From an optimization exercise on the open Yosys and OpenROAD flow, aimed at small area, a short achievable clock period and few clock cycles per item; shortcuts taken in it are not production practice. Function was checked by simulation only, so behaviour that the tests miss may differ from the original. Power and IR drop assume default switching activity.

**config.mk**
```make
export PLATFORM = sky130hd
export DESIGN_NAME = deque_with_max_priority_removal_core
export DESIGN_NICKNAME = deque_with_max_priority_removal_core
export VERILOG_FILES = /design/flow/design.v
export SDC_FILE = /design/flow/constraint.sdc
export NUM_CORES = 4
export LEC_CHECK = 0
export CAP_MARGIN = 20
export CELL_PAD_IN_SITES_DETAIL_PLACEMENT = 1
export CELL_PAD_IN_SITES_GLOBAL_PLACEMENT = 2
export CORE_MARGIN = 2
export CORE_UTILIZATION = 35
export SETUP_SLACK_MARGIN = 2.5
export SLEW_MARGIN = 20
export TNS_END_PERCENT = 5
```
**constraint.sdc**
```tcl
create_clock -name core_clock -period 5.5 [get_ports {clk}]
set_input_delay 1.1000 -clock core_clock [delete_from_list [all_inputs] [get_ports {clk}]]
set_output_delay 1.1000 -clock core_clock [all_outputs]
set_load 0.01 [all_outputs]
```
**design.v**
```verilog
module dqp_cell #(
	parameter int DATA_W = 32
) (
	input  logic              clk,
	input  logic              we,           
	input  logic              front,        
	input  logic [DATA_W-1:0] new_val,
	input  logic [DATA_W-1:0] new_pri,
	output logic [DATA_W-1:0] val,
	output logic              new_beats     
);
	logic [DATA_W-1:0] val_q;
	logic [DATA_W-1:0] pri_q;
	always_ff @(posedge clk) begin
		if (we) begin
			val_q <= new_val;
			pri_q <= new_pri;
		end
	end
	logic [DATA_W-1:0] a, b;
	assign a = {~new_pri[DATA_W-1], new_pri[DATA_W-2:0]};
	assign b = {~pri_q[DATA_W-1], pri_q[DATA_W-2:0]};
	localparam int LV = 5;    
	logic [LV:0][DATA_W-1:0] gg, pp;
	always_comb begin
		gg[0] = a & ~b;
		pp[0] = a | ~b;
		for (int l = 0; l < LV; l++) begin
			for (int i = 0; i < DATA_W; i++) begin
				if ((i >> l) % 2 == 1) begin
					gg[l+1][i] = gg[l][i] | (pp[l][i] & gg[l][i - (1 << l)]);
					pp[l+1][i] = pp[l][i] & pp[l][i - (1 << l)];
				end else begin
					gg[l+1][i] = gg[l][i];
					pp[l+1][i] = pp[l][i];
				end
			end
		end
	end
	assign new_beats = gg[LV][DATA_W-1] | (pp[LV][DATA_W-1] & front);
	assign val       = val_q;
endmodule
module deque_with_max_priority_removal_core (
	input  logic        clk,
	input  logic        arst_n,
	input  logic        cmd_valid,
	output logic        cmd_ready,
	input  logic [2:0]  cmd_command,
	input  logic [31:0] cmd_entry_value,
	input  logic [31:0] cmd_entry_priority,
	output logic        rsp_valid,
	input  logic        rsp_ready,
	output logic [31:0] rsp_removed_value,
	output logic [1:0]  rsp_status,
	output logic [4:0]  rsp_occupancy
);
	localparam int DEPTH  = 16;
	localparam int CNT_W  = 5;
	localparam int DATA_W = 32;
	localparam int RSP_W  = DATA_W + 2 + CNT_W;
	localparam logic [2:0] CMD_PUSH_FRONT = 3'd0;
	localparam logic [2:0] CMD_PUSH_REAR  = 3'd1;
	localparam logic [2:0] CMD_POP_FRONT  = 3'd2;
	localparam logic [2:0] CMD_POP_REAR   = 3'd3;
	localparam logic [2:0] CMD_POP_MAX    = 3'd4;
	localparam logic [1:0] ST_DONE  = 2'd0;
	localparam logic [1:0] ST_EMPTY = 2'd1;
	localparam logic [1:0] ST_FULL  = 2'd2;
	logic              rsp_valid_q;
	logic              cmd_fire;
	assign cmd_ready = !rsp_valid_q || rsp_ready;
	assign cmd_fire  = cmd_valid && cmd_ready;
	logic [DEPTH-1:0]             valid_q;
	logic [CNT_W-1:0]             count_q;
	logic [DEPTH-1:0][DATA_W-1:0] slot_val;
	logic [DEPTH-1:0]             new_beats;
	logic [DEPTH-1:0]             slot_we;
	logic [DEPTH-1:0][3:0]        pos_q;       
	logic [DEPTH-1:0][DEPTH-1:0]  beats_q;     
	logic is_push, is_pop, is_front;
	logic full, empty;
	logic push_ok, pop_ok;
	logic [DEPTH-1:0] free_oh;
	logic [DEPTH-1:0] sel_front, sel_rear, sel_max, sel;
	logic [3:0]       sel_pos;
	assign is_push  = (cmd_command == CMD_PUSH_FRONT) || (cmd_command == CMD_PUSH_REAR);
	assign is_pop   = (cmd_command == CMD_POP_FRONT) || (cmd_command == CMD_POP_REAR) ||
	                  (cmd_command == CMD_POP_MAX);
	assign is_front = (cmd_command == CMD_PUSH_FRONT);
	assign full     = &valid_q;
	assign empty    = ~|valid_q;
	assign push_ok  = cmd_fire && is_push && !full;
	assign pop_ok   = cmd_fire && is_pop && !empty;
	assign free_oh = ~valid_q & (valid_q + DEPTH'(1));
	assign slot_we = push_ok ? free_oh : '0;
	genvar g;
	generate
		for (g = 0; g < DEPTH; g++) begin : g_slot
			dqp_cell #(.DATA_W(DATA_W)) u_cell (
				.clk       (clk),
				.we        (slot_we[g]),
				.front     (is_front),
				.new_val   (cmd_entry_value),
				.new_pri   (cmd_entry_priority),
				.val       (slot_val[g]),
				.new_beats (new_beats[g])
			);
		end
	endgenerate
	always_comb begin
		for (int a = 0; a < DEPTH; a++) begin
			sel_front[a] = valid_q[a] && (pos_q[a] == 4'd0);
			sel_rear[a]  = valid_q[a] && (pos_q[a] == 4'(count_q - CNT_W'(1)));
			sel_max[a]   = valid_q[a];
			for (int b = 0; b < DEPTH; b++) begin
				if (b < a) begin
					sel_max[a] &= !valid_q[b] || !beats_q[b][a];
				end else if (b > a) begin
					sel_max[a] &= !valid_q[b] ||  beats_q[a][b];
				end
			end
		end
	end
	always_comb begin
		case (cmd_command)
			CMD_POP_FRONT: sel = sel_front;
			CMD_POP_REAR:  sel = sel_rear;
			default:       sel = sel_max;
		endcase
	end
	always_ff @(posedge clk or negedge arst_n) begin
		if (!arst_n) begin
			valid_q <= '0;
			count_q <= '0;
		end else begin
			if (push_ok) begin
				valid_q <= valid_q | free_oh;
				count_q <= count_q + CNT_W'(1);
			end else if (pop_ok) begin
				valid_q <= valid_q & ~sel;
				count_q <= count_q - CNT_W'(1);
			end
		end
	end
	always_ff @(posedge clk) begin
		for (int a = 0; a < DEPTH; a++) begin
			for (int b = a + 1; b < DEPTH; b++) begin
				if (slot_we[a]) begin
					beats_q[a][b] <= new_beats[b];
				end else if (slot_we[b]) begin
					beats_q[a][b] <= !new_beats[a];
				end
			end
		end
	end
	always_comb begin
		sel_pos = '0;
		for (int a = 0; a < DEPTH; a++) begin
			sel_pos |= pos_q[a] & {4{sel[a]}};
		end
	end
	always_ff @(posedge clk) begin
		for (int a = 0; a < DEPTH; a++) begin
			if (slot_we[a]) begin
				pos_q[a] <= is_front ? 4'd0 : count_q[3:0];
			end else if (push_ok && is_front) begin
				pos_q[a] <= pos_q[a] + 4'd1;
			end else if (pop_ok && (pos_q[a] > sel_pos)) begin
				pos_q[a] <= pos_q[a] - 4'd1;
			end
		end
	end
	logic [DATA_W-1:0] removed_d;
	logic [1:0]        status_d;
	logic [CNT_W-1:0]  occ_d;
	logic [RSP_W-1:0]  rsp_d;
	always_comb begin
		removed_d = '0;
		for (int a = 0; a < DEPTH; a++) begin
			removed_d |= slot_val[a] & {DATA_W{sel[a]}};
		end
		if (!pop_ok) removed_d = '0;
		status_d = ST_DONE;
		if (is_push && full) status_d = ST_FULL;
		if (is_pop && empty) status_d = ST_EMPTY;
		occ_d = count_q;
		if (push_ok) occ_d = count_q + CNT_W'(1);
		if (pop_ok)  occ_d = count_q - CNT_W'(1);
	end
	assign rsp_d = {removed_d, status_d, occ_d};
	logic [RSP_W-1:0] rsp_q;
	always_ff @(posedge clk or negedge arst_n) begin
		if (!arst_n)       rsp_valid_q <= 1'b0;
		else if (cmd_fire) rsp_valid_q <= 1'b1;
		else if (rsp_ready) rsp_valid_q <= 1'b0;
	end
	always_ff @(posedge clk) begin
		if (cmd_fire) rsp_q <= rsp_d;
	end
	assign rsp_valid         = rsp_valid_q;
	assign rsp_removed_value = rsp_q[RSP_W-1 -: DATA_W];
	assign rsp_status        = rsp_q[CNT_W +: 2];
	assign rsp_occupancy     = rsp_q[CNT_W-1:0];
endmodule
```
**run.sh**
```bash
#!/bin/bash
# synth_recipe.tcl (not shown) runs the flow's synth.tcl, then flattens the netlist and writes it again
# the make line also repeats each setting of config.mk as NAME=value (left out here)
make -C /OpenROAD-flow-scripts/flow DESIGN_CONFIG=/design/flow/config.mk WORK_HOME=/design/flow/orfs CLKGATE_MAP_FILE= SYNTH_SCRIPT=/design/flow/synth_recipe.tcl finish
```
==> impl_results.rst, run 1 <==
.. list-table::
   :header-rows: 1

   * - Metric
     - Value
   * - Hold wc startpoint
     - count_q[4]$_DFFE_PN0P_
   * - CP Class
     - reg -> reg
   * - Status
     - finished clean
   * - Most frequent cell on the critical path
     - sky130_fd_sc_hd__buf_12
   * - Slowest cell delay on critical path
     - 0.58 ns
   * - Leading cell type in the layout, fill and taps excluded
     - sky130_fd_sc_hd__edfxtp_1
   * - Combinational fraction of design power
     - 0.156
   * - Worst R2R Path Depth
     - 17
   * - Critical-path maximum fanout
     - 5
   * - Total length of routed wires
     - approximately 220000 µm
   * - Wire per inst
     - a little over 30 µm
   * - Sort of element at the start of the critical path
     - flop
   * - Estimated wirelength of the detail-placed design
     - ~140000 µm
   * - Clk Latency, worst-skew pair
     - 0.81 ns
   * - Remaining global-route overflow
     - 0
   * - CTS Sinks
     - 1269
   * - RSZ-0062 raised after global routing
     - true
   * - Max-slew violation count
     - 0
   * - Nets
     - 4967
   * - Setup slack of the worst register-to-register path
     - 1.11 ns
   * - Finished Layout Cells
     - 7095
   * - Yosys warning total
     - 2
   * - CP endpoint kind
     - flop
   * - Number of H-tree branching levels
     - 4
   * - Final count of negative-setup-slack endpoints
     - 0
   * - Data arrival at the endpoint of the critical path
     - 4.90 ns
   * - Vias in the first global route
     - 42000
   * - Maximum number of pins on one net before global-route repair
     - 68
   * - Worst Tran Pin Value
     - 1.13 ns
   * - Total clock buffers created by CTS
     - 147
   * - Total power per unit cell area
     - 342 nW/µm²
   * - Final period utilization
     - 0.798
   * - Highest clock frequency the design can meet
     - 228 MHz
   * - Clock share of power
     - 0.388
   * - CTS Hold Buffers Added
     - 0
   * - TritonCTS clock tree
     - built
   * - Leakage
     - 24.8 nW
   * - I/O pin count
     - around 110
   * - First-pass iteration count of the detailed router
     - 6
   * - Post-Syn Nets
     - ~4500
   * - Number of different library cells in the post-synthesis netlist
     - 94
   * - End point of the worst hold path
     - count_q[4]$_DFFE_PN0P_
   * - Total number of vias
     - 41600
   * - Post-synthesis instance area
     - 57900 µm²
   * - Layout cells sized above 1
     - 0.195
   * - Cell row count
     - 149
   * - Post-synthesis area per instance
     - 13.3 µm²
   * - Worst supply voltage drop on vdd
     - 0.324 mV
   * - Global-route usage over all layers
     - 0.258
   * - Final ANT Viol Nets
     - 0
   * - Number of enable flip-flop cells after synthesis
     - between 1000 and 1500
   * - Max Root-Sink Buffers
     - 3
   * - Clk slew on worst S/H paths
     - 0.06 ns
   * - Die footprint
     - 169000 µm²
   * - Flip-flop and latch count after synthesis
     - 1269
   * - Worst r2r dst
     - pos_q[7]$_DFFE_PP_
   * - Die Span X
     - 411 µm
   * - Worst slew margin
     - 0.243
   * - Min-Delay Path Class
     - reg -> reg
   * - Cells after synthesis
     - between 4000 and 5000
   * - DRC violation count after routing
     - 0
   * - Most frequent cells in the layout
     - sky130_fd_sc_hd__edfxtp_1, sky130_fd_sc_hd__nand2_1, sky130_fd_sc_hd__buf_4
   * - Placed cells
     - 6694
   * - Critical path required time
     - 6.02 ns
   * - Area growth from synthesis to final layout
     - 24.2%
   * - Fraction of synthesis flops using an asynchronous set or reset pin
     - 0.0173
   * - Routability congestion estimate
     - 0.921
   * - Overall power consumption
     - 0.0246 W
   * - Area of the core region
     - 165000 µm²
   * - Share of total power in sequential cells
     - 0.456
   * - Clock skew
     - 0.0423 ns
   * - Height of the chip
     - 411 µm
   * - Wire length of the first global-routing pass
     - 315000 µm
   * - Time the worst path needs with I/O delays and setup
     - 4.39 ns
   * - Leading register cell type out of synthesis
     - sky130_fd_sc_hd__edfxtp_1
   * - Via density per instance
     - 5.87
   * - Switching Power
     - 0.00675 W
   * - Antenna violations before repair
     - 2
   * - Sequential area share after synthesis
     - 0.656
   * - Internal power of the cells
     - about 0.018 W
   * - Core occupancy in the finished layout
     - 0.437
   * - Cell chain of the critical path
     - or4_4 -> a21oi_4 -> buf_12 -> buf_6 -> xor2_1 -> nor2_1 -> a22o_2 -> a222oi_1 -> nand3_1 -> nor2_4 -> buf_12 -> buf_16 -> ha_4 -> a21o_1 -> o2111a_1 -> a311oi_2 -> o311ai_4
   * - Final hold violations
     - 0
   * - Iteration-0 DRC count of the detailed router
     - 4156
   * - Worst reg2reg path startpoint
     - count_q[0]$_DFFE_PN0P_
   * - Number of max-cap violations
     - 0
   * - Fill cell total of the finished layout
     - about 17000
   * - Starting Density
     - 0.352
   * - CTS Root Cell
     - sky130_fd_sc_hd__clkbuf_16
   * - Number of buffers inserted by port buffering
     - 111
   * - Sw Share
     - 0.275
   * - Max stage delay cell, worst path
     - sky130_fd_sc_hd__or4_4
   * - Worst hold path stage count
     - 1
-- synthesized netlist by cell type, types with 15 or more instances --
cell type	n	area [µm²]
sky130_fd_sc_hd__a22o_1	20	175
sky130_fd_sc_hd__xor2_1	55	482
sky130_fd_sc_hd__inv_1	197	739
sky130_fd_sc_hd__o2111ai_1	43	377
sky130_fd_sc_hd__clkbuf_1	224	841
sky130_fd_sc_hd__and3_1	15	93.8
sky130_fd_sc_hd__ha_1	84	1050
sky130_fd_sc_hd__o221ai_1	35	307
sky130_fd_sc_hd__a21oi_1	199	996
sky130_fd_sc_hd__a221oi_1	86	753
sky130_fd_sc_hd__fa_1	16	320
sky130_fd_sc_hd__nand4_1	27	169
sky130_fd_sc_hd__maj3_1	197	1970
sky130_fd_sc_hd__a2111oi_0	17	149
sky130_fd_sc_hd__nor4_1	22	138
sky130_fd_sc_hd__xnor2_1	36	315
sky130_fd_sc_hd__a22oi_1	170	1280
sky130_fd_sc_hd__a221o_1	17	170
sky130_fd_sc_hd__a21o_1	39	293
sky130_fd_sc_hd__nor2_1	123	462
sky130_fd_sc_hd__o21ai_0	253	1270
sky130_fd_sc_hd__o22ai_1	65	407
sky130_fd_sc_hd__nand2_1	364	1370
sky130_fd_sc_hd__nor2b_1	76	475
sky130_fd_sc_hd__nand2b_1	126	788
sky130_fd_sc_hd__a31oi_1	19	119
sky130_fd_sc_hd__nor3_1	29	145
sky130_fd_sc_hd__a211oi_1	38	285
sky130_fd_sc_hd__nand3_1	92	460
sky130_fd_sc_hd__a222oi_1	125	1250
sky130_fd_sc_hd__buf_1	19	71.3
sky130_fd_sc_hd__dfrtp_1	22	551
sky130_fd_sc_hd__buf_2	22	110
sky130_fd_sc_hd__edfxtp_1	1247	37400
-- per-stage QoR --
step / setup slack (ns) / TNS, ns / hold slack [ns] / cell area [µm²]
floorplan: 0.729 / 0 / 0.467 / 58400
global placement: -0.233 / -9.92 / 0.485 / 64100
detailed placement: -0.201 / -9.12 / 0.491 / 64100
CTS: 1.19 / 0 / 0.502 / 71100
global route: 0.867 / 0 / 0.522 / 71900
finish: 1.11 / 0 / 0.500 / 71900
-- what timing repair did --
item                                    4_1_cts  5_1_grt
setup buffers                                96       30
endpoints found under the setup margin     1424     1429
gates resized for setup                     350       68
pin swaps                                   142       35
cloned                                       12        4
-- cell type report --
class / instances / area, µm² / share of cell area
timing repair buffer: 551 / 5750 / 0.0799
multi-input combinational: 2613 / 19800 / 0.276
clock inverter: 75 / 791 / 0.0110
tap: 2189 / 2740 / 0.0381
inverter: 214 / 941 / 0.0131
antenna: 1 / 2.50 / 0.0000348
sequential: 1269 / 38000 / 0.529
clock buffer: 183 / 3850 / 0.0536
-- worst max-delay path, delay by kind of cell, from the launching register on --
kind                       cells  cell delay (ns)
adders and majority gates      1             0.20
DFF                            1             0.44
AOI/OAI and AO/OA              7             1.75
xor gates and xnor gates       1             0.13
buffers and inverters          4             0.52
and+or+nand+nor                4             1.09
-- how the worst max path moves through the flow --
| stage | from | endpoint | slack (ns) | cells after the start |
|---|---|---|---|---|
| after floorplan | cmd_command[2] | pos_q[44]$_DFFE_PP_ | 0.73 | 15 |
| after global placement | cmd_command[0] | beats_q[156]$_DFFE_PP_ | -0.23 | 13 |
| after detailed placement | cmd_command[0] | beats_q[156]$_DFFE_PP_ | -0.20 | 13 |
| after CTS | count_q[2]$_DFFE_PN0P_ | pos_q[33]$_DFFE_PP_ | 1.19 | 19 |
| after global routing | count_q[0]$_DFFE_PN0P_ | pos_q[5]$_DFFE_PP_ | 0.87 | 17 |
| final | count_q[0]$_DFFE_PN0P_ | pos_q[7]$_DFFE_PP_ | 1.11 | 17 |
-- cell families (layout without fill, tap and decap cells) --
group / Yosys count / in the layout / share of synthesized area
other: 0 / 1 / 0
adder cells (fa/ha/maj): 298 / 298 / 0.0579
AO/OA/AOI/OAI: 1279 / 1279 / 0.159
buffers and inverters: 483 / 1023 / 0.0323
AND/OR/NAND/NOR: 930 / 932 / 0.0785
multiplexers: 12 / 12 / 0.00207
flip-flops: 1269 / 1269 / 0.656
XOR/XNOR: 92 / 92 / 0.0140
-- power groups by stage --
stage / combinational, W / sequential (W) / clock, W
after detailed placement: 0.00319 / 0.0114 / 0
after global routing: 0.00412 / 0.0112 / 0.0101
final: 0.00384 / 0.0112 / 0.00952
after CTS: 0.00361 / 0.0112 / 0.00974
after floorplan: 0.00184 / 0.0112 / 0
after global placement: 0.00315 / 0.0114 / 0
-- sequential cells by signal, indices dropped and copies added (netlist names) --
register             count
valid_q                 16
g_slot.u_cell.pri_q    512
rsp_valid_q              1
count_q                  5
beats_q                120
pos_q                   64
g_slot.u_cell.val_q    512
rsp_q                   39
-- layer usage --
metal / wire (µm) / GRT usage / part of all wire
met5: 0 / 0 / 0
met4: 6040 / 0.0722 / 0.027
met3: 12000 / 0.0290 / 0.054
met2: 102000 / 0.408 / 0.46
met1: 101000 / 0.375 / 0.46
Testbench counts, summed over its fixed seeds: cycles 16,008, items 16,000.
==> run 2, diff against run 1 <==
--- a/config.mk
+++ b/config.mk
@@ -11,5 +11,5 @@
 export CORE_MARGIN = 2
 export CORE_UTILIZATION = 35
-export SETUP_SLACK_MARGIN = 2.5
+export SETUP_SLACK_MARGIN = 1.5
 export SLEW_MARGIN = 20
 export TNS_END_PERCENT = 5
==> run 2 against run 1 <==
  * Clock skew is 0.010 ns lower
  * Synthesized area did not move
  * Cell count decreased by 1.0%
  * Clock-buffer cell count rose by 16
  * Sequential share of layout area increased by 1.8 points
  * Clock power is 2% lower
  * First-iteration DRC count fell by 4.6%
  * Utilization is 1.4 points lower
  * Hold slack is essentially flat
  * Flip-flop and latch count did not move
  * Non-clock buffer count fell by 78
  * Sequential power is essentially flat
  * Critical endpoint is now pos_q[9]$_DFFE_PP_
==> impl_results.rst, run 2 <==
.. list-table::
   :header-rows: 1

   * - Metric
     - Value
   * - Status
     - finished clean
   * - Wire per inst
     - 30.9 µm
   * - Fraction of synthesis flops using an asynchronous set or reset pin
     - 0.0173
   * - Worst slew margin
     - 0.323
   * - Leading cell type in the layout, fill and taps excluded
     - sky130_fd_sc_hd__edfxtp_1
   * - Antenna violations before repair
     - 7
   * - Number of max-cap violations
     - 0
   * - Synth top cells by count
     - sky130_fd_sc_hd__edfxtp_1, sky130_fd_sc_hd__nand2_1, sky130_fd_sc_hd__o21ai_0
   * - I/O pin count
     - between 100 and 150
   * - CTS Root Cell
     - sky130_fd_sc_hd__clkbuf_16
   * - Clk slew on worst S/H paths
     - 0.06 ns
   * - Critical-path maximum fanout
     - 13
   * - Area growth from synthesis to final layout
     - 20.1%
   * - Worst R2R Path Depth
     - 16
   * - Data arrival at the endpoint of the critical path
     - between 4 and 5 ns
   * - Top Registers
     - g_slot.u_cell.pri_q (512), g_slot.u_cell.val_q (512), beats_q (120)
   * - Estimated wirelength of the detail-placed design
     - 141000 µm
   * - Area used by sequential logic in the layout
     - 38000 µm²
   * - Cells after synthesis
     - 4363
   * - Worst Tran Pin Value
     - about 1.0 ns
   * - Flip-flop and latch count after synthesis
     - 1269
   * - Leakage
     - roughly 24 nW
   * - End point of the worst hold path
     - count_q[4]$_DFFE_PN0P_
   * - Worst hold path stage count
     - 1
   * - Leading register cell type out of synthesis
     - sky130_fd_sc_hd__edfxtp_1
   * - Final hold violations
     - 0
   * - Post-synth top area cell
     - sky130_fd_sc_hd__edfxtp_1
   * - Total power per unit cell area
     - between 300 and 400 nW/µm²
   * - CTS Sinks
     - 1269
   * - Portion of synthesized cell area occupied by the leading cell type
     - 0.647
   * - Total number of vias
     - between 40000 and 50000
   * - Yosys warning total
     - 2
   * - Finished Layout Cells
     - between 7000 and 8000
   * - Max Root-Sink Buffers
     - 3
   * - Hold wc startpoint
     - count_q[4]$_DFFE_PN0P_
   * - CP endpoint kind
     - flop
   * - Setup slack of the worst register-to-register path
     - 1.10 ns
   * - Final ANT Viol Nets
     - 0
   * - Final count of negative-setup-slack endpoints
     - 0
   * - Number of different library cells in the post-synthesis netlist
     - 94
   * - CP Class
     - reg -> reg
   * - Most frequent cells in the layout
     - sky130_fd_sc_hd__edfxtp_1, sky130_fd_sc_hd__nand2_1, sky130_fd_sc_hd__buf_4
   * - Clock skew
     - 0.0320 ns
   * - Global-route usage over all layers
     - 0.253
   * - Fill cell total of the finished layout
     - roughly 17000
   * - Sequential area share after synthesis
     - 0.656
   * - Worst reg2reg path startpoint
     - valid_q[2]$_DFFE_PN0P_
   * - Vias in the first global route
     - between 40000 and 50000
   * - Highest clock frequency the design can meet
     - 227 MHz
   * - DRC violation count after routing
     - 0
   * - Largest cells by area after synthesis
     - sky130_fd_sc_hd__edfxtp_1, sky130_fd_sc_hd__maj3_1, sky130_fd_sc_hd__nand2_1, sky130_fd_sc_hd__a22oi_1, sky130_fd_sc_hd__o21ai_0
   * - Nets
     - 4889
   * - Placed cells
     - 6686
   * - Time the worst path needs with I/O delays and setup
     - 4.40 ns
   * - First-pass iteration count of the detailed router
     - 9
   * - Worst r2r dst
     - pos_q[9]$_DFFE_PP_
   * - Number of H-tree branching levels
     - 4
   * - Iteration-0 DRC count of the detailed router
     - 3966
   * - Layout cells sized above 1
     - 0.149
   * - Via density per instance
     - 5.84
   * - Cell row count
     - 149
   * - Min-Delay Path Class
     - reg -> reg
   * - Worst supply voltage drop on vdd
     - about 0.34 mV
   * - Die Span X
     - 411 µm
   * - Post-synthesis area per instance
     - 13.3 µm²
   * - Height of the chip
     - 411 µm
   * - Clk Latency, worst-skew pair
     - 0.78 ns
   * - Routability congestion estimate
     - between 0.9 and 1
   * - Sort of element at the start of the critical path
     - flop
   * - TritonCTS clock tree
     - built
   * - Wire length of the first global-routing pass
     - 310000 µm
   * - Most numerous cell in the Yosys netlist
     - sky130_fd_sc_hd__edfxtp_1
   * - Footprint of the multi-input gates
     - 18800 µm²
   * - Number of buffers inserted by port buffering
     - ~110
   * - Max-slew violation count
     - 0
   * - Total clock buffers created by CTS
     - 148
   * - Starting Density
     - 0.352
   * - Remaining global-route overflow
     - 0
   * - Total length of routed wires
     - about 220000 µm
   * - Post-Syn Nets
     - between 4000 and 5000
   * - RSZ-0062 raised after global routing
     - true
   * - Final period utilization
     - 0.800
   * - Core occupancy in the finished layout
     - 0.422
   * - Die footprint
     - 169000 µm²
   * - Area of the core region
     - 165000 µm²
   * - Critical path required time
     - 6.03 ns
   * - Post-synthesis instance area
     - between 50000 and 60000 µm²
   * - Maximum number of pins on one net before global-route repair
     - 71
   * - Number of enable flip-flop cells after synthesis
     - between 1000 and 1500
run 2: cell count changes in the layout (fill, tap and decap cells not counted), moves of 17 or more:
cell,delta
sky130_fd_sc_hd__buf_4,-19
sky130_fd_sc_hd__clkdlybuf4s50_1,+21
sky130_fd_sc_hd__ha_1,+32
sky130_fd_sc_hd__buf_6,-25
sky130_fd_sc_hd__a21oi_2,-18
sky130_fd_sc_hd__a21oi_1,+20
sky130_fd_sc_hd__buf_12,-18
sky130_fd_sc_hd__o21ai_0,+17
sky130_fd_sc_hd__ha_4,-32
run 2: final cells by class:
type | count | area share
tap | 2189 | 0.0394
timing repair buffer | 473 | 0.0653
antenna | 1 | 0.0000360
clock buffer | 199 | 0.0575
inverter | 214 | 0.0130
multi-input combinational | 2612 | 0.270
sequential | 1269 | 0.547
clock inverter | 66 | 0.00772
run 2: report_power, final:
group / total (W) / internal (W) / switching, W
registers: 0.0112 / 0.0109 / 0.000284
clock network: 0.00937 / 0.00538 / 0.00399
logic: 0.00356 / 0.00136 / 0.00221
total: 0.0241 / 0.0176 / 0.00648
run 2: per-layer routing:
metal  up-vias  part of all wire  track usage
li1      17900                 -            -
met4         4             0.030       0.0750
met1     21400              0.45        0.360
met5         -           0.00010            0
met3       312             0.056       0.0327
met2      1325              0.46        0.405
run 2: worst max path at each step:
stage / start / endpoint / slack, ns
4_1_cts: count_q[0]$_DFFE_PN0P_ / pos_q[62]$_DFFE_PP_ / 1.15
2_1_floorplan: cmd_command[2] / pos_q[44]$_DFFE_PP_ / 0.73
3_5_place_dp: cmd_command[1] / beats_q[156]$_DFFE_PP_ / -0.19
5_1_grt: count_q[0]$_DFFE_PN0P_ / pos_q[62]$_DFFE_PP_ / 0.98
3_3_place_gp: cmd_command[1] / beats_q[1]$_DFFE_PP_ / -0.18
6_report: valid_q[2]$_DFFE_PN0P_ / pos_q[9]$_DFFE_PP_ / 1.10
run 2: through the flow:
step | hold WS [ns] | TNS, ns | worst slack, ns | instance area (µm²) | power (W)
after global placement | 0.486 | -3.85 | -0.178 | 63700 | 0.0145
after global routing | 0.536 | 0 | 0.979 | 69500 | 0.0250
final | 0.499 | 0 | 1.10 | 69500 | 0.0241
after CTS | 0.507 | 0 | 1.15 | 69000 | 0.0242
after floorplan | 0.467 | 0 | 0.729 | 58100 | 0.0130
after detailed placement | 0.496 | -5.63 | -0.190 | 63700 | 0.0145
run 2: kinds of logic (layout without fill, tap and decap cells):
| group | after synthesis | after routing | share of synthesized area |
|---|---|---|---|
| compound gates | 1279 | 1279 | 0.159 |
| flops | 1269 | 1269 | 0.656 |
| simple gates | 930 | 931 | 0.0785 |
| buf+inv | 483 | 952 | 0.0323 |
| fa+ha+maj | 298 | 298 | 0.0579 |
| xor+xnor | 92 | 92 | 0.0140 |
| mux | 12 | 12 | 0.00207 |
| other cells | 0 | 1 | 0 |
run 2: repair_timing:
item,in CTS,in global routing
hold buffers,0,0
resized for setup,81,68
pin swaps,45,29
setup endpoints to repair,403,373
setup buffers,36,30
cloned,2,3
run 2: worst max-delay path, cell delays in order (launching register included):
cell                       delay, ns
sky130_fd_sc_hd__dfrtp_1        0.54
sky130_fd_sc_hd__buf_4          0.27
sky130_fd_sc_hd__a222oi_1       0.43
sky130_fd_sc_hd__or4b_2         0.74
sky130_fd_sc_hd__o22ai_4        0.28
sky130_fd_sc_hd__a222oi_1       0.17
sky130_fd_sc_hd__nand3_1        0.16
sky130_fd_sc_hd__a221oi_2       0.06
sky130_fd_sc_hd__nand2_2        0.15
sky130_fd_sc_hd__buf_12         0.16
sky130_fd_sc_hd__ha_1           0.15
sky130_fd_sc_hd__inv_1          0.04
sky130_fd_sc_hd__a21o_1         0.17
sky130_fd_sc_hd__o2111a_1       0.24
sky130_fd_sc_hd__a311oi_2       0.29
sky130_fd_sc_hd__o311ai_2       0.11
sky130_fd_sc_hd__buf_4          0.19
==> run 3, diff against run 2 <==
--- a/design.v
+++ b/design.v
@@ -73,4 +73,5 @@
 	logic [DEPTH-1:0]             valid_q;
 	logic [CNT_W-1:0]             count_q;
+	logic [3:0]                   last_q;      
 	logic [DEPTH-1:0][DATA_W-1:0] slot_val;
 	logic [DEPTH-1:0]             new_beats;
@@ -111,5 +112,5 @@
 		for (int a = 0; a < DEPTH; a++) begin
 			sel_front[a] = valid_q[a] && (pos_q[a] == 4'd0);
-			sel_rear[a]  = valid_q[a] && (pos_q[a] == 4'(count_q - CNT_W'(1)));
+			sel_rear[a]  = valid_q[a] && (pos_q[a] == last_q);
 			sel_max[a]   = valid_q[a];
 			for (int b = 0; b < DEPTH; b++) begin
@@ -133,21 +134,25 @@
 			valid_q <= '0;
 			count_q <= '0;
+			last_q  <= 4'hf;
 		end else begin
 			if (push_ok) begin
 				valid_q <= valid_q | free_oh;
 				count_q <= count_q + CNT_W'(1);
+				last_q  <= last_q + 4'd1;
 			end else if (pop_ok) begin
 				valid_q <= valid_q & ~sel;
 				count_q <= count_q - CNT_W'(1);
-			end
-		end
-	end
+				last_q  <= last_q - 4'd1;
+			end
+		end
+	end
+	logic [DEPTH-1:0] beat_lo, beat_hi;
+	assign beat_lo = slot_we | ~new_beats;
+	assign beat_hi = slot_we |  new_beats;
 	always_ff @(posedge clk) begin
 		for (int a = 0; a < DEPTH; a++) begin
 			for (int b = a + 1; b < DEPTH; b++) begin
-				if (slot_we[a]) begin
-					beats_q[a][b] <= new_beats[b];
-				end else if (slot_we[b]) begin
-					beats_q[a][b] <= !new_beats[a];
+				if (slot_we[a] || slot_we[b]) begin
+					beats_q[a][b] <= beat_lo[a] && beat_hi[b];
 				end
 			end
@@ -157,5 +162,14 @@
 		sel_pos = '0;
 		for (int a = 0; a < DEPTH; a++) begin
-			sel_pos |= pos_q[a] & {4{sel[a]}};
+			sel_pos |= pos_q[a] & {4{sel_max[a]}};
+		end
+	end
+	logic [DEPTH-1:0][3:0] pos_inc, pos_dec;
+	logic [DEPTH-1:0]      pos_after;    
+	always_comb begin
+		for (int a = 0; a < DEPTH; a++) begin
+			pos_inc[a]   = pos_q[a] ^ {&pos_q[a][2:0], &pos_q[a][1:0], pos_q[a][0], 1'b1};
+			pos_dec[a]   = pos_q[a] ^ {~|pos_q[a][2:0], ~|pos_q[a][1:0], ~pos_q[a][0], 1'b1};
+			pos_after[a] = pos_q[a] > sel_pos;
 		end
 	end
@@ -165,7 +179,8 @@
 				pos_q[a] <= is_front ? 4'd0 : count_q[3:0];
 			end else if (push_ok && is_front) begin
-				pos_q[a] <= pos_q[a] + 4'd1;
-			end else if (pop_ok && (pos_q[a] > sel_pos)) begin
-				pos_q[a] <= pos_q[a] - 4'd1;
+				pos_q[a] <= pos_inc[a];
+			end else if (pop_ok && ((cmd_command == CMD_POP_FRONT) ||
+			                        (cmd_command == CMD_POP_MAX && pos_after[a]))) begin
+				pos_q[a] <= pos_dec[a];
 			end
 		end
--- a/config.mk
+++ b/config.mk
@@ -11,5 +11,4 @@
 export CORE_MARGIN = 2
 export CORE_UTILIZATION = 35
-export SETUP_SLACK_MARGIN = 1.5
+export SETUP_SLACK_MARGIN = 2.5
 export SLEW_MARGIN = 20
-export TNS_END_PERCENT = 5
==> run 3 against run 2 <==
  * Critical path depth fell by 2
  * Combinational power grew 45%
  * Global-route usage is 2.2 points higher
  * Clock power rose by 6.0%
  * Clock-buffer cell count is 10 lower
  * Synthesized area increased by 0.30%
  * Sequential share of layout area is 7.0 points lower
  * Utilization up 6.3 points
  * Cell area grew 15%
  * Highest routed layer unchanged
  * Critical endpoint is now pos_q[12]$_DFFE_PP_
  * Cell count increased by 7.0%
  * Sequential power about the same
==> impl_results.rst, run 3 <==
.. list-table::
   :header-rows: 1

   * - Metric
     - Value
   * - Max-slew violation count
     - 0
   * - Final hold violations
     - 0
   * - Fraction of synthesis flops using an asynchronous set or reset pin
     - 0.0204
   * - Data arrival at the endpoint of the critical path
     - 4.14 ns
   * - Maximum number of pins on one net before global-route repair
     - 71
   * - Worst r2r dst
     - pos_q[12]$_DFFE_PP_
   * - Worst supply voltage drop on vdd
     - 0.361 mV
   * - Share of total power in sequential cells
     - 0.425
   * - Most frequent cells in the layout
     - sky130_fd_sc_hd__edfxtp_1, sky130_fd_sc_hd__buf_4, sky130_fd_sc_hd__nand2_1
   * - Flip-flop and latch count after synthesis
     - approximately 1300
   * - TritonCTS clock tree
     - built
   * - Area of the core region
     - 165000 µm²
   * - Estimated wirelength of the detail-placed design
     - 139000 µm
   * - Vias in the first global route
     - 43200
   * - Layout cells sized above 1
     - 0.337
   * - Number of buffers inserted by port buffering
     - 111
   * - Synth top cells by count
     - sky130_fd_sc_hd__edfxtp_1, sky130_fd_sc_hd__nand2_1, sky130_fd_sc_hd__nor2_1
   * - Largest cells by area after synthesis
     - sky130_fd_sc_hd__edfxtp_1, sky130_fd_sc_hd__maj3_1, sky130_fd_sc_hd__a22oi_1, sky130_fd_sc_hd__nand2b_1, sky130_fd_sc_hd__nand2_1
   * - Critical path required time
     - 6.08 ns
   * - Top Registers
     - g_slot.u_cell.pri_q (512), g_slot.u_cell.val_q (512), beats_q (120)
   * - Total power per unit cell area
     - 328 nW/µm²
   * - Worst setup slack before clock tree synthesis
     - roughly 0.26 ns
   * - Iteration-0 DRC count of the detailed router
     - 4888
   * - CP endpoint
     - pos_q[12]$_DFFE_PP_
   * - Number of max-cap violations
     - 0
   * - Number of H-tree branching levels
     - 4
   * - Final count of negative-setup-slack endpoints
     - 0
   * - Post-synthesis instance area
     - 58100 µm²
   * - Sequential area share after synthesis
     - 0.656
   * - Worst hold slack across all endpoints
     - between 0.3 and 0.4 ns
   * - Most numerous cell in the Yosys netlist
     - sky130_fd_sc_hd__edfxtp_1
   * - Die Span X
     - slightly above 400 µm
   * - Post-synth top area cell
     - sky130_fd_sc_hd__edfxtp_1
   * - Starting Density
     - 0.352
   * - DRC violation count after routing
     - 0
   * - Leading cell type in the layout, fill and taps excluded
     - sky130_fd_sc_hd__edfxtp_1
   * - Clock share of power
     - 0.378
   * - Yosys warning total
     - 2
   * - Leading register cell type out of synthesis
     - sky130_fd_sc_hd__edfxtp_1
   * - Cell row count
     - 149
   * - Status
     - finished clean
   * - Time the worst path needs with I/O delays and setup
     - 3.56 ns
   * - Total clock buffers created by CTS
     - 147
   * - Routability congestion estimate
     - 0.894
   * - Sort of element at the start of the critical path
     - flop
   * - Worst R2R Path Depth
     - 14
   * - Worst reg2reg path startpoint
     - valid_q[7]$_DFFE_PN0P_
   * - Die footprint
     - ~170000 µm²
   * - Remaining global-route overflow
     - 0
   * - Worst Tran Pin Value
     - 1.08 ns
   * - Final period utilization
     - 0.646
   * - CP endpoint kind
     - flop
   * - Max Root-Sink Buffers
     - 3
   * - Clk Latency, worst-skew pair
     - 0.83 ns
   * - CTS Root Cell
     - sky130_fd_sc_hd__clkbuf_16
   * - RSZ-0062 raised after global routing
     - true
   * - CTS Sinks
     - 1273
   * - Antenna violations before repair
     - 6
   * - Critical-path maximum fanout
     - 8
   * - Leakage
     - 27.7 nW
   * - Wire length of the first global-routing pass
     - roughly 330000 µm
   * - Via density per instance
     - ~5.9
   * - Number of different library cells in the post-synthesis netlist
     - 92
   * - Total Neg Setup Slack
     - 0 ns
   * - Highest clock frequency the design can meet
     - 281 MHz
   * - Crit path launch
     - valid_q[7]$_DFFE_PN0P_
   * - Cells after synthesis
     - between 4000 and 5000
   * - Nets
     - 5331
   * - Number of enable flip-flop cells after synthesis
     - 1247
   * - Min-Delay Path Class
     - in -> async
   * - Post-route worst setup slack
     - 1.94 ns
   * - Total length of routed wires
     - 250000 µm
   * - CP Class
     - reg -> reg
   * - Combinational fraction of design power
     - 0.197
   * - Total number of vias
     - 44400
   * - Setup slack of the worst register-to-register path
     - 1.94 ns
   * - Area growth from synthesis to final layout
     - 37.8%
   * - I/O pin count
     - roughly 110
   * - Internal power of the cells
     - 0.0188 W
   * - Portion of synthesized cell area occupied by the leading cell type
     - 0.645
   * - Core occupancy in the finished layout
     - 0.486
   * - Worst slew margin
     - 0.279
   * - Clock skew
     - between 0.05 and 0.06 ns
   * - Final ANT Viol Nets
     - 0
   * - Clk slew on worst S/H paths
     - 0.06 ns
   * - Global-route usage over all layers
     - 0.275
   * - First-pass iteration count of the detailed router
     - 6
   * - Post-synthesis area per instance
     - 13.1 µm²
   * - Post-Syn Nets
     - 4576
   * - Wire per inst
     - 33.2 µm
   * - Height of the chip
     - 411 µm
   * - Sw Share
     - 0.286
   * - Switching Power
     - 0.00751 W
run 3: cell types whose count changed in the layout (fill, tap and decap cells not counted), sizes merged, moves of 44 or more:
cell / change
a222oi: -87
a22o: +109
buf: +408
nand2: -51
nand2b: +64
nor2: +106
o21ai: -82
xnor2: +44
run 3: how the worst min path moves through the flow:
| stage | from | end | depth (start not counted) |
|---|---|---|---|
| 2_1_floorplan | count_q[4]$_DFFE_PN0P_ | count_q[4]$_DFFE_PN0P_ | 1 |
| 3_3_place_gp | count_q[4]$_DFFE_PN0P_ | count_q[4]$_DFFE_PN0P_ | 1 |
| 3_5_place_dp | count_q[4]$_DFFE_PN0P_ | count_q[4]$_DFFE_PN0P_ | 1 |
| 4_1_cts | arst_n | count_q[0]$_DFFE_PN0P_ | 1 |
| 5_1_grt | arst_n | count_q[2]$_DFFE_PN0P_ | 1 |
| 6_report | arst_n | count_q[2]$_DFFE_PN0P_ | 1 |
run 3: cell type report:
type / count / area [µm²]
repair inverters: 6 / 123
well taps: 2189 / 2740
clock buffers: 189 / 3880
diodes: 1 / 2.50
clock inverters: 82 / 930
fillers: 16300 / 84800
multi-input cells: 2668 / 22500
flip-flops and latches: 1273 / 38100
inverters: 214 / 997
repair buffers: 895 / 10700
run 3: timing repair:
item,4_1_cts,5_1_grt
hold buffers,0,0
endpoints found under the setup margin,1366,670
gates cloned,33,36
pin swaps,167,261
setup buffers,284,193
gates resized for setup,727,660
run 3: power groups by stage:
| stage | combinational, W | clock, W | sequential, W |
|---|---|---|---|
| after floorplan | 0.00196 | 0 | 0.0112 |
| after global placement | 0.00304 | 0 | 0.0115 |
| after detailed placement | 0.00307 | 0 | 0.0115 |
| after CTS | 0.00411 | 0.0101 | 0.0112 |
| after global routing | 0.00541 | 0.0104 | 0.0112 |
| final | 0.00517 | 0.00993 | 0.0112 |
run 3: kinds of logic after synthesis:
family	share of synthesized area
AOI/OAI and AO/OA	0.152
xor gates and xnor gates	0.0217
adders and majority gates	0.0427
buffers and inverters	0.0355
DFF	0.656
muxes	0.000366
and+or+nand+nor	0.0918
run 3: per-stage QoR:
stage / total power, W / cells / instance area [µm²]
finish: 0.0263 / 7517 / 80000
global placement: 0.0146 / 6697 / 63700
floorplan: 0.0132 / 4450 / 59000
CTS: 0.0254 / 7287 / 74500
global route: 0.0270 / 7516 / 80000
detailed placement: 0.0146 / 6699 / 63800
run 3: worst max-delay path: stages (launching register included):
cell and delay (ns):
sky130_fd_sc_hd__dfrtp_2 0.49, sky130_fd_sc_hd__clkinvlp_4 0.27, sky130_fd_sc_hd__o2111ai_2 0.31, sky130_fd_sc_hd__nor4_2 0.07, sky130_fd_sc_hd__buf_4 0.19, sky130_fd_sc_hd__a22oi_1 0.22
sky130_fd_sc_hd__nand4_1 0.18, sky130_fd_sc_hd__nor2_4 0.19, sky130_fd_sc_hd__clkbuf_16 0.24, sky130_fd_sc_hd__ha_4 0.22, sky130_fd_sc_hd__a21o_1 0.17, sky130_fd_sc_hd__maj3_2 0.30
sky130_fd_sc_hd__a21oi_2 0.13, sky130_fd_sc_hd__o211ai_1 0.13, sky130_fd_sc_hd__buf_4 0.19
run 3: routing by layer:
layer,global-route usage,part of all wire,vias to the layer above
met3,0.0414,0.066,398
met2,0.426,0.46,1784
met1,0.396,0.45,23400
met4,0.0871,0.032,4
met5,0,0.000092,-
li1,-,-,18800
Testbench counts of run 3, summed over its fixed seeds: cycles 16,008, items 16,000.
==> run 4, diff against run 3 <==
--- a/design.v
+++ b/design.v
@@ -58,5 +58,5 @@
 	localparam int CNT_W  = 5;
 	localparam int DATA_W = 32;
-	localparam int RSP_W  = DATA_W + 2 + CNT_W;
+	localparam int RSP_W  = DATA_W + 2;
 	localparam logic [2:0] CMD_PUSH_FRONT = 3'd0;
 	localparam logic [2:0] CMD_PUSH_REAR  = 3'd1;
@@ -73,9 +73,8 @@
 	logic [DEPTH-1:0]             valid_q;
 	logic [CNT_W-1:0]             count_q;
-	logic [3:0]                   last_q;      
 	logic [DEPTH-1:0][DATA_W-1:0] slot_val;
 	logic [DEPTH-1:0]             new_beats;
 	logic [DEPTH-1:0]             slot_we;
-	logic [DEPTH-1:0][3:0]        pos_q;       
+	logic [DEPTH-1:0][DEPTH-1:0]  before_q;    
 	logic [DEPTH-1:0][DEPTH-1:0]  beats_q;     
 	logic is_push, is_pop, is_front;
@@ -84,5 +83,4 @@
 	logic [DEPTH-1:0] free_oh;
 	logic [DEPTH-1:0] sel_front, sel_rear, sel_max, sel;
-	logic [3:0]       sel_pos;
 	assign is_push  = (cmd_command == CMD_PUSH_FRONT) || (cmd_command == CMD_PUSH_REAR);
 	assign is_pop   = (cmd_command == CMD_POP_FRONT) || (cmd_command == CMD_POP_REAR) ||
@@ -111,12 +109,16 @@
 	always_comb begin
 		for (int a = 0; a < DEPTH; a++) begin
-			sel_front[a] = valid_q[a] && (pos_q[a] == 4'd0);
-			sel_rear[a]  = valid_q[a] && (pos_q[a] == last_q);
+			sel_front[a] = valid_q[a];
+			sel_rear[a]  = valid_q[a];
 			sel_max[a]   = valid_q[a];
 			for (int b = 0; b < DEPTH; b++) begin
 				if (b < a) begin
-					sel_max[a] &= !valid_q[b] || !beats_q[b][a];
+					sel_front[a] &= !valid_q[b] || !before_q[b][a];
+					sel_rear[a]  &= !valid_q[b] ||  before_q[b][a];
+					sel_max[a]   &= !valid_q[b] || !beats_q[b][a];
 				end else if (b > a) begin
-					sel_max[a] &= !valid_q[b] ||  beats_q[a][b];
+					sel_front[a] &= !valid_q[b] ||  before_q[a][b];
+					sel_rear[a]  &= !valid_q[b] || !before_q[a][b];
+					sel_max[a]   &= !valid_q[b] ||  beats_q[a][b];
 				end
 			end
@@ -134,14 +136,11 @@
 			valid_q <= '0;
 			count_q <= '0;
-			last_q  <= 4'hf;
 		end else begin
 			if (push_ok) begin
 				valid_q <= valid_q | free_oh;
 				count_q <= count_q + CNT_W'(1);
-				last_q  <= last_q + 4'd1;
 			end else if (pop_ok) begin
 				valid_q <= valid_q & ~sel;
 				count_q <= count_q - CNT_W'(1);
-				last_q  <= last_q - 4'd1;
 			end
 		end
@@ -154,33 +153,7 @@
 			for (int b = a + 1; b < DEPTH; b++) begin
 				if (slot_we[a] || slot_we[b]) begin
-					beats_q[a][b] <= beat_lo[a] && beat_hi[b];
+					before_q[a][b] <= slot_we[a] ? is_front : !is_front;
+					beats_q[a][b]  <= beat_lo[a] && beat_hi[b];
 				end
-			end
-		end
-	end
-	always_comb begin
-		sel_pos = '0;
-		for (int a = 0; a < DEPTH; a++) begin
-			sel_pos |= pos_q[a] & {4{sel_max[a]}};
-		end
-	end
-	logic [DEPTH-1:0][3:0] pos_inc, pos_dec;
-	logic [DEPTH-1:0]      pos_after;    
-	always_comb begin
-		for (int a = 0; a < DEPTH; a++) begin
-			pos_inc[a]   = pos_q[a] ^ {&pos_q[a][2:0], &pos_q[a][1:0], pos_q[a][0], 1'b1};
-			pos_dec[a]   = pos_q[a] ^ {~|pos_q[a][2:0], ~|pos_q[a][1:0], ~pos_q[a][0], 1'b1};
-			pos_after[a] = pos_q[a] > sel_pos;
-		end
-	end
-	always_ff @(posedge clk) begin
-		for (int a = 0; a < DEPTH; a++) begin
-			if (slot_we[a]) begin
-				pos_q[a] <= is_front ? 4'd0 : count_q[3:0];
-			end else if (push_ok && is_front) begin
-				pos_q[a] <= pos_inc[a];
-			end else if (pop_ok && ((cmd_command == CMD_POP_FRONT) ||
-			                        (cmd_command == CMD_POP_MAX && pos_after[a]))) begin
-				pos_q[a] <= pos_dec[a];
 			end
 		end
@@ -188,5 +161,4 @@
 	logic [DATA_W-1:0] removed_d;
 	logic [1:0]        status_d;
-	logic [CNT_W-1:0]  occ_d;
 	logic [RSP_W-1:0]  rsp_d;
 	always_comb begin
@@ -199,13 +171,10 @@
 		if (is_push && full) status_d = ST_FULL;
 		if (is_pop && empty) status_d = ST_EMPTY;
-		occ_d = count_q;
-		if (push_ok) occ_d = count_q + CNT_W'(1);
-		if (pop_ok)  occ_d = count_q - CNT_W'(1);
 	end
-	assign rsp_d = {removed_d, status_d, occ_d};
+	assign rsp_d = {removed_d, status_d};
 	logic [RSP_W-1:0] rsp_q;
 	always_ff @(posedge clk or negedge arst_n) begin
-		if (!arst_n)       rsp_valid_q <= 1'b0;
-		else if (cmd_fire) rsp_valid_q <= 1'b1;
+		if (!arst_n)        rsp_valid_q <= 1'b0;
+		else if (cmd_fire)  rsp_valid_q <= 1'b1;
 		else if (rsp_ready) rsp_valid_q <= 1'b0;
 	end
@@ -215,5 +184,5 @@
 	assign rsp_valid         = rsp_valid_q;
 	assign rsp_removed_value = rsp_q[RSP_W-1 -: DATA_W];
-	assign rsp_status        = rsp_q[CNT_W +: 2];
-	assign rsp_occupancy     = rsp_q[CNT_W-1:0];
+	assign rsp_status        = rsp_q[1:0];
+	assign rsp_occupancy     = count_q;
 endmodule
==> run 4 against run 3 <==
  * Still clean on timing, DRC and antenna
  * Cell count shrank 0.69%
  * Routed wire length grew 15%
  * Sequential power is essentially flat
  * Total power shrank 8.3%
  * Flip-flop and latch count grew 47
  * Cell area shrank 3.1%
  * Register-to-register slack gained 0.29 ns
  * Hold slack gained 0.099 ns
  * First-iteration DRC count grew 24%
  * Combinational power shrank 47%
  * Critical path type unchanged
  * Critical endpoint is now rsp_q[7]$_SDFFCE_PN0P_
  * Largest cell class unchanged
  * Highest routed layer unchanged
==> impl_results.rst, run 4 <==
.. list-table::
   :header-rows: 1

   * - Metric
     - Value
   * - Worst hold slack across all endpoints
     - 0.474 ns
   * - Post-synthesis area per instance
     - approximately 13 µm²
   * - Setup slack of the worst register-to-register path
     - 2.24 ns
   * - CP endpoint kind
     - flop
   * - Slowest cell delay on critical path
     - 0.61 ns
   * - I/O pin count
     - 112
   * - Final hold violations
     - 0
   * - Number of buffers inserted by port buffering
     - 111
   * - Final period utilization
     - 0.593
   * - Most frequent cells in the layout
     - sky130_fd_sc_hd__edfxtp_1, sky130_fd_sc_hd__nand2_1, sky130_fd_sc_hd__buf_4
   * - DRC violation count after routing
     - 0
   * - Post-synthesis instance area
     - 60100 µm²
   * - Post-Syn Nets
     - 4626
   * - Area growth from synthesis to final layout
     - 29.1%
   * - Total clock buffers created by CTS
     - 155
   * - Top Registers
     - g_slot.u_cell.pri_q (512), g_slot.u_cell.val_q (512)
   * - Die Span X
     - about 420 µm
   * - Post-synth top area cell
     - sky130_fd_sc_hd__edfxtp_1
   * - Via density per instance
     - 6.39
   * - Max Root-Sink Buffers
     - 3
   * - Share of total power in sequential cells
     - 0.472
   * - Maximum number of pins on one net before global-route repair
     - 66
   * - Height of the chip
     - 418 µm
   * - Worst r2r dst
     - rsp_q[7]$_SDFFCE_PN0P_
   * - Highest clock frequency the design can meet
     - 306 MHz
   * - Clk slew on worst S/H paths
     - approximately 0.060 ns
   * - Cell area after placement
     - 66500 µm²
   * - Max stage delay cell, worst path
     - sky130_fd_sc_hd__a222oi_1
   * - Clock share of power
     - 0.415
   * - Count of buffering cells on the critical path with inverters included
     - 3
   * - Most numerous cell in the Yosys netlist
     - sky130_fd_sc_hd__edfxtp_1
   * - Critical-path maximum fanout
     - 11
   * - Cell chain of the critical path
     - inv_1 -> buf_4 -> o221ai_1 -> or4_4 -> o211ai_1 -> clkbuf_16 -> a222oi_1 -> nand3_1 -> o31a_1
   * - Antenna violations before repair
     - 10
   * - First-pass iteration count of the detailed router
     - 6
   * - Number of max-cap violations
     - 0
   * - Total number of vias
     - 47700
   * - CTS Root Cell
     - sky130_fd_sc_hd__clkbuf_16
   * - Portion of synthesized cell area occupied by the leading cell type
     - 0.649
   * - Leading cell type in the layout, fill and taps excluded
     - sky130_fd_sc_hd__edfxtp_1
   * - Hold wc startpoint
     - count_q[4]$_DFFE_PN0P_
   * - Flip-flop and latch count after synthesis
     - 1320
   * - End point of the worst hold path
     - count_q[4]$_DFFE_PN0P_
   * - Wire per inst
     - 38.5 µm
   * - Cells after synthesis
     - 4551
   * - Worst supply voltage drop on vdd
     - roughly 0.33 mV
   * - Layout cells sized above 1
     - 0.242
   * - Synth top cells by count
     - sky130_fd_sc_hd__edfxtp_1, sky130_fd_sc_hd__nand2_1, sky130_fd_sc_hd__nand2b_1
   * - Switching Power
     - 0.00627 W
   * - CTS Sinks
     - ~1300
   * - Worst reg2reg path startpoint
     - valid_q[3]$_DFFE_PN0P_
   * - RSZ-0062 raised after global routing
     - true
   * - Estimated wirelength of the detail-placed design
     - 173000 µm
   * - Area of the core region
     - 171000 µm²
   * - TritonCTS clock tree
     - built
   * - Worst slew margin
     - 0.312
   * - Internal power of the cells
     - 0.0178 W
   * - Total power per unit cell area
     - 311 nW/µm²
   * - Clk Latency, worst-skew pair
     - 0.83 ns
   * - Number of H-tree branching levels
     - 4
   * - Max-slew violation count
     - 0
   * - Final ANT Viol Nets
     - 0
   * - Leakage
     - between 20 and 30 nW
   * - Data arrival at the endpoint of the critical path
     - 3.84 ns
   * - Clock skew
     - 0.0344 ns
   * - Fill cell total of the finished layout
     - between 15000 and 20000
   * - Remaining global-route overflow
     - 0
   * - Starting Density
     - 0.351
   * - Total length of routed wires
     - 288000 µm
   * - Worst R2R Path Depth
     - 9
   * - Sw Share
     - 0.260
   * - Global-route usage over all layers
     - 0.312
   * - Leading register cell type out of synthesis
     - sky130_fd_sc_hd__edfxtp_1
   * - Number of different library cells in the post-synthesis netlist
     - 89
   * - Vias in the first global route
     - 47600
   * - Iteration-0 DRC count of the detailed router
     - 6071
   * - Sort of element at the start of the critical path
     - flop
   * - Wire length of the first global-routing pass
     - 383000 µm
   * - Sequential area share after synthesis
     - 0.658
   * - Fraction of synthesis flops using an asynchronous set or reset pin
     - 0.0167
   * - Gate family responsible for the most delay along the worst path
     - compound AO/OA/AOI/OAI gates
   * - Final count of negative-setup-slack endpoints
     - 0
   * - Combinational fraction of design power
     - 0.113
   * - Largest cells by area after synthesis
     - sky130_fd_sc_hd__edfxtp_1, sky130_fd_sc_hd__a22oi_1, sky130_fd_sc_hd__maj3_1, sky130_fd_sc_hd__nand2b_1, sky130_fd_sc_hd__nand2_1
   * - Yosys warning total
     - 2
   * - Total non-filler cell area in the finished layout
     - 77600 µm²
   * - Die footprint
     - approximately 180000 µm²
   * - Critical path required time
     - 6.08 ns
   * - Worst Tran Pin Value
     - 1.03 ns
   * - Cell row count
     - 152
   * - Number of enable flip-flop cells after synthesis
     - 1298
   * - Total Neg Setup Slack
     - 0 ns
   * - Routability congestion estimate
     - 1.01
   * - Time the worst path needs with I/O delays and setup
     - 3.26 ns
   * - CP Class
     - reg -> reg
   * - Min-Delay Path Class
     - reg -> reg
   * - Nets
     - 5187
   * - Worst hold path stage count
     - 1
   * - Status
     - finished clean
==> run 4: cell count changes in the layout (fill, tap and decap cells not counted), sizes merged, moves of 57 or more <==
cell   before  now
buf       767  580
o21ai     174   93
xor2       64    1
a22oi     165  228
inv       184  127
nand2     313  378
xnor2      80   18
==> run 4: per-layer routing <==
metal / part of all wire / wire [µm] / GRT usage / vias up
li1: - / - / - / 19500
met1: 0.40 / 116000 / 0.410 / 25000
met2: 0.46 / 133000 / 0.509 / 2530
met3: 0.083 / 23800 / 0.0570 / 663
met4: 0.051 / 14700 / 0.130 / 10
met5: 0.00036 / 103 / 0 / -
==> run 4: what timing repair did <==
item / CTS / global route
hold buffers: 0 / 0
setup buffers: 161 / 98
gates resized for setup: 493 / 340
endpoints found under the setup margin: 1516 / 639
gates cloned: 23 / 22
pin swaps: 88 / 163
==> run 4: logic make-up (layout without fill, tap and decap cells) <==
group / after synthesis / in the layout / synth area share
other: 0 / 3 / 0
buffers and inverters: 466 / 1142 / 0.0302
adders and majority gates: 176 / 176 / 0.0297
and+or+nand+nor: 1199 / 1200 / 0.100
xor gates and xnor gates: 19 / 19 / 0.00277
DFF: 1320 / 1320 / 0.658
muxes: 1 / 1 / 0.000187
AOI/OAI and AO/OA: 1370 / 1371 / 0.179
==> run 4: power groups by stage <==
| stage | combinational [W] | clock, W | sequential, W |
|---|---|---|---|
| final | 0.00272 | 0.00999 | 0.0114 |
| after CTS | 0.00236 | 0.0101 | 0.0114 |
| after detailed placement | 0.00202 | 0 | 0.0116 |
| after global placement | 0.00201 | 0 | 0.0116 |
| after global routing | 0.00281 | 0.0105 | 0.0114 |
| after floorplan | 0.000987 | 0 | 0.0115 |
==> run 4: worst register-to-register path: stages, from the launching register on <==
cell and delay, ns:
sky130_fd_sc_hd__dfrtp_2 0.52, sky130_fd_sc_hd__inv_1 0.21, sky130_fd_sc_hd__buf_4 0.29, sky130_fd_sc_hd__o221ai_1 0.25, sky130_fd_sc_hd__or4_4 0.19, sky130_fd_sc_hd__o211ai_1 0.22
sky130_fd_sc_hd__clkbuf_16 0.29, sky130_fd_sc_hd__a222oi_1 0.62, sky130_fd_sc_hd__nand3_1 0.16, sky130_fd_sc_hd__o31a_1 0.27
==> run 4: how the worst max path moves through the flow <==
| stage | startpoint | endpoint | cells past startpoint |
|---|---|---|---|
| after floorplan | rsp_ready | beats_q[138]$_DFFE_PP_ | 9 |
| after global placement | cmd_command[2] | beats_q[143]$_DFFE_PP_ | 10 |
| after detailed placement | cmd_command[2] | beats_q[143]$_DFFE_PP_ | 10 |
| after CTS | valid_q[13]$_DFFE_PN0P_ | rsp_q[7]$_SDFFCE_PN0P_ | 11 |
| after global routing | valid_q[12]$_DFFE_PN0P_ | rsp_q[17]$_SDFFCE_PN0P_ | 11 |
| final | valid_q[3]$_DFFE_PN0P_ | rsp_q[7]$_SDFFCE_PN0P_ | 9 |
==> run 4: cell type report <==
type | instances | area (µm²) | area share
multi-input combinational | 2767 | 21100 | 0.272
clock inverter | 87 | 800 | 0.0103
sequential | 1320 | 39500 | 0.510
inverter | 168 | 907 | 0.0117
tap | 2233 | 2790 | 0.0360
timing repair buffer | 695 | 8310 | 0.107
clock buffer | 187 | 4020 | 0.0518
timing repair inverter | 5 | 51.3 | 0.000661
antenna | 3 | 7.51 | 0.0000968
==> run 4: through the flow <==
step | util | cells | setup WS (ns) | power (W)
after floorplan | - | 4551 | 1.53 | 0.0125
after global placement | 0.389 | 6884 | -0.0196 | 0.0136
after detailed placement | 0.389 | 6884 | 0.0395 | 0.0136
after CTS | 0.439 | 7342 | 2.31 | 0.0239
after global routing | 0.453 | 7464 | 2.29 | 0.0247
final | 0.453 | 7465 | 2.24 | 0.0241
Testbench counts of run 4, summed over its fixed seeds: cycles 16,008, items 16,000.
==> run 5, diff against run 4 <==
--- a/design.v
+++ b/design.v
@@ -92,5 +92,5 @@
 	assign pop_ok   = cmd_fire && is_pop && !empty;
 	assign free_oh = ~valid_q & (valid_q + DEPTH'(1));
-	assign slot_we = push_ok ? free_oh : '0;
+	assign slot_we = free_oh;
 	genvar g;
 	generate
==> run 5 against run 4 <==
  * Still clean on timing, DRC and antenna
  * Total power up 47%
  * Hold slack got worse by 0.21 ns
  * Cell count shrank 1.9%
  * Critical path depth up 5
  * Maximum frequency decreased by 2.6%
  * Clock skew is 0.0055 ns higher
  * Critical endpoint is now beats_q[157]$_DFFE_PP_
  * Largest power group unchanged
  * Highest routed layer unchanged
==> impl_results.rst, run 5 <==
.. list-table::
   :header-rows: 1

   * - Metric
     - Value
   * - Status
     - finished clean
   * - Area of the core region
     - 165000 µm²
   * - Highest clock frequency the design can meet
     - 298 MHz
   * - CTS Sinks
     - 1320
   * - Fraction of synthesis flops using an asynchronous set or reset pin
     - 0.0167
   * - Worst Tran Pin Value
     - roughly 1.3 ns
   * - Clk Latency, worst-skew pair
     - 0.83 ns
   * - First-pass iteration count of the detailed router
     - 8
   * - TritonCTS clock tree
     - built
   * - Routability congestion estimate
     - 0.990
   * - Post-synthesis instance area
     - 58200 µm²
   * - Vias in the first global route
     - roughly 46000
   * - Most numerous cell in the Yosys netlist
     - sky130_fd_sc_hd__edfxtp_1
   * - Cell row count
     - 149
   * - Portion of synthesized cell area occupied by the leading cell type
     - 0.670
   * - Die footprint
     - 170000 µm²
   * - Cell area after placement
     - about 64000 µm²
   * - CP endpoint kind
     - flop
   * - Cell chain of the critical path
     - buf_8 -> buf_6 -> buf_6 -> or3_4 -> maj3_2 -> o32a_1 -> a31oi_1 -> o21ai_2 -> a31oi_4 -> o211ai_1 -> buf_4 -> a21oi_2 -> buf_6 -> nor2_1
   * - Starting Density
     - 0.353
   * - Data arrival at the endpoint of the critical path
     - 3.92 ns
   * - Global-route usage over all layers
     - 0.314
   * - Most frequent cells in the layout
     - sky130_fd_sc_hd__edfxtp_1, sky130_fd_sc_hd__buf_4, sky130_fd_sc_hd__nand2_1
   * - Final ANT Viol Nets
     - 0
   * - Total non-filler cell area in the finished layout
     - between 70000 and 80000 µm²
   * - Post-route worst setup slack
     - 2.15 ns
   * - Wire per inst
     - 37.1 µm
   * - CP Class
     - in -> reg
   * - Number of different library cells in the post-synthesis netlist
     - 91
   * - Layout cells sized above 1
     - 0.291
   * - Number of enable flip-flop cells after synthesis
     - between 1000 and 1500
   * - Area growth from synthesis to final layout
     - 33.4%
   * - Gate family responsible for the most delay along the worst path
     - compound AO/OA/AOI/OAI gates
   * - Estimated wirelength of the detail-placed design
     - 159000 µm
   * - Flip-flop and latch count after synthesis
     - 1320
   * - Remaining global-route overflow
     - 0
   * - CTS Root Cell
     - sky130_fd_sc_hd__clkbuf_16
   * - Min-Delay Path Class
     - in -> async
   * - Height of the chip
     - 412 µm
   * - Number of buffers inserted by port buffering
     - 111
   * - Maximum number of pins on one net before global-route repair
     - 66
   * - Number of max-cap violations
     - 0
   * - Synth top cells by count
     - sky130_fd_sc_hd__edfxtp_1, sky130_fd_sc_hd__nand2_1, sky130_fd_sc_hd__a22oi_1
   * - Total power per unit cell area
     - 455 nW/µm²
   * - Leakage
     - 26.3 nW
   * - I/O pin count
     - around 110
   * - Max stage delay cell, worst path
     - sky130_fd_sc_hd__or3_4
   * - Sort of element at the start of the critical path
     - input pin
   * - Final count of negative-setup-slack endpoints
     - 0
   * - Sequential area share after synthesis
     - 0.679
   * - Total Neg Setup Slack
     - 0 ns
   * - Worst slew margin
     - 0.105
   * - Iteration-0 DRC count of the detailed router
     - 5745
   * - Largest cells by area after synthesis
     - sky130_fd_sc_hd__edfxtp_1, sky130_fd_sc_hd__a22oi_1, sky130_fd_sc_hd__maj3_1, sky130_fd_sc_hd__nand2_1, sky130_fd_sc_hd__a221oi_1
   * - Via density per instance
     - approximately 6.2
   * - Worst supply voltage drop on vdd
     - 0.358 mV
   * - Number of H-tree branching levels
     - 4
   * - Nets
     - 5089
   * - Leading register cell type out of synthesis
     - sky130_fd_sc_hd__edfxtp_1
   * - RSZ-0062 raised after global routing
     - true
   * - Antenna violations before repair
     - 10
   * - Leading cell type in the layout, fill and taps excluded
     - sky130_fd_sc_hd__edfxtp_1
   * - Yosys warning total
     - 2
   * - Total length of routed wires
     - 272000 µm
   * - Cells after synthesis
     - 4325
   * - Post-Syn Nets
     - 4400
   * - Die Span X
     - 412 µm
   * - Worst setup slack before clock tree synthesis
     - 0.112 ns
   * - Clk slew on worst S/H paths
     - 0.06 ns
   * - Time the worst path needs with I/O delays and setup
     - 3.35 ns
   * - Critical path required time
     - about 6.1 ns
-- run 5: changes by cell type in the layout (fill, tap and decap cells not counted), moves of 37 or more --
| cell | change |
|---|---|
| sky130_fd_sc_hd__nor2_1 | -65 |
| sky130_fd_sc_hd__a22o_1 | -43 |
| sky130_fd_sc_hd__buf_4 | +42 |
| sky130_fd_sc_hd__o21ai_0 | +39 |
| sky130_fd_sc_hd__nand3_1 | -49 |
| sky130_fd_sc_hd__nor2_4 | +39 |
| sky130_fd_sc_hd__nand2b_1 | -93 |
| sky130_fd_sc_hd__o22ai_1 | +40 |
| sky130_fd_sc_hd__a32o_1 | -37 |
| sky130_fd_sc_hd__maj3_2 | +44 |
| sky130_fd_sc_hd__buf_6 | +56 |
-- run 5: worst paths after layout --
path,cells past startpoint,to,from,slack (ns)
hold / removal,1,valid_q[10]$_DFFE_PN0P_,arst_n,0.27
hold reg to reg,1,count_q[4]$_DFFE_PN0P_,count_q[4]$_DFFE_PN0P_,0.47
min in group core_clock,1,count_q[4]$_DFFE_PN0P_,count_q[4]$_DFFE_PN0P_,0.47
setup reg to reg,16,rsp_q[2]$_SDFFCE_PN0P_,valid_q[0]$_DFFE_PN0P_,2.17
max in group asynchronous,1,valid_q[3]$_DFFE_PN0P_,arst_n,4.84
setup / recovery,14,beats_q[157]$_DFFE_PP_,cmd_command[0],2.15
-- run 5: what timing repair did --
| action | 4_1_cts | 5_1_grt |
|---|---|---|
| gates resized for setup | 771 | 291 |
| buffers inserted | 343 | 40 |
| gates cloned | 46 | 6 |
| setup endpoints to repair | 985 | 323 |
| pin swaps | 212 | 165 |
-- run 5: layer usage --
| metal | vias up | global-route usage | part of all wire |
|---|---|---|---|
| li1 | 18700 | - | - |
| met1 | 23900 | 0.421 | 0.41 |
| met2 | 2387 | 0.494 | 0.46 |
| met3 | 582 | 0.0642 | 0.083 |
| met4 | 6 | 0.130 | 0.047 |
| met5 | - | 0 | 0.00015 |
-- run 5: cell families (layout without fill, tap and decap cells) --
group                      count (synthesis)  after routing  share of synthesized area
AOI/OAI and AO/OA                       1275           1276                      0.163
xor gates and xnor gates                  19             19                    0.00286
adders and majority gates                193            193                     0.0342
buffers and inverters                    456           1258                     0.0315
DFF                                     1320           1320                      0.679
muxes                                      2              2                   0.000366
other                                      0              6                          0
and+or+nand+nor                         1060           1063                     0.0887
-- run 5: final cells by class --
type / count / area, µm²
clock buffer: 195 / 4030
multi-input combinational: 2553 / 20000
sequential: 1320 / 39500
tap: 2189 / 2740
timing repair inverter: 5 / 35.0
timing repair buffer: 808 / 9500
fill: 16300 / 87400
clock inverter: 77 / 880
antenna: 6 / 15.0
inverter: 173 / 888
-- run 5: worst register-to-register path, stage by stage, from the launching register on --
cell	delay, ns
sky130_fd_sc_hd__dfrtp_2	0.41
sky130_fd_sc_hd__buf_6	0.12
sky130_fd_sc_hd__buf_6	0.10
sky130_fd_sc_hd__buf_6	0.11
sky130_fd_sc_hd__buf_12	0.15
sky130_fd_sc_hd__buf_6	0.14
sky130_fd_sc_hd__a222oi_1	0.46
sky130_fd_sc_hd__nand4_1	0.17
sky130_fd_sc_hd__a2111o_1	0.53
sky130_fd_sc_hd__nand3_4	0.18
sky130_fd_sc_hd__buf_12	0.14
sky130_fd_sc_hd__buf_6	0.10
sky130_fd_sc_hd__buf_12	0.12
sky130_fd_sc_hd__a22oi_1	0.08
sky130_fd_sc_hd__nand4_1	0.09
sky130_fd_sc_hd__a211oi_1	0.06
sky130_fd_sc_hd__a31oi_1	0.16
-- run 5: report_power, final --
part / switching, W / internal, W
Combinational: 0.00660 / 0.00386
Sequential: 0.00144 / 0.0133
Clock: 0.00442 / 0.00579
-- run 5: through the flow --
| stage | power (W) | hold slack (ns) | std cells |
|---|---|---|---|
| after floorplan | 0.0180 | 0.508 | 4325 |
| after global placement | 0.0221 | 0.463 | 6612 |
| after detailed placement | 0.0221 | 0.469 | 6613 |
| after CTS | 0.0345 | 0.468 | 7274 |
| after global routing | 0.0362 | 0.290 | 7322 |
| final | 0.0354 | 0.267 | 7326 |
Testbench counts of run 5, summed over its fixed seeds: cycles 16,008, items 16,000.

Check on run 5: ideal ports give 2.147 ns setup slack; a clkbuf_16 on the clock port and buf_2 on the inputs give 2.146 ns; moving port delays by the midpoint clock arrival (0.897 ns) as well gives 1.249 ns.
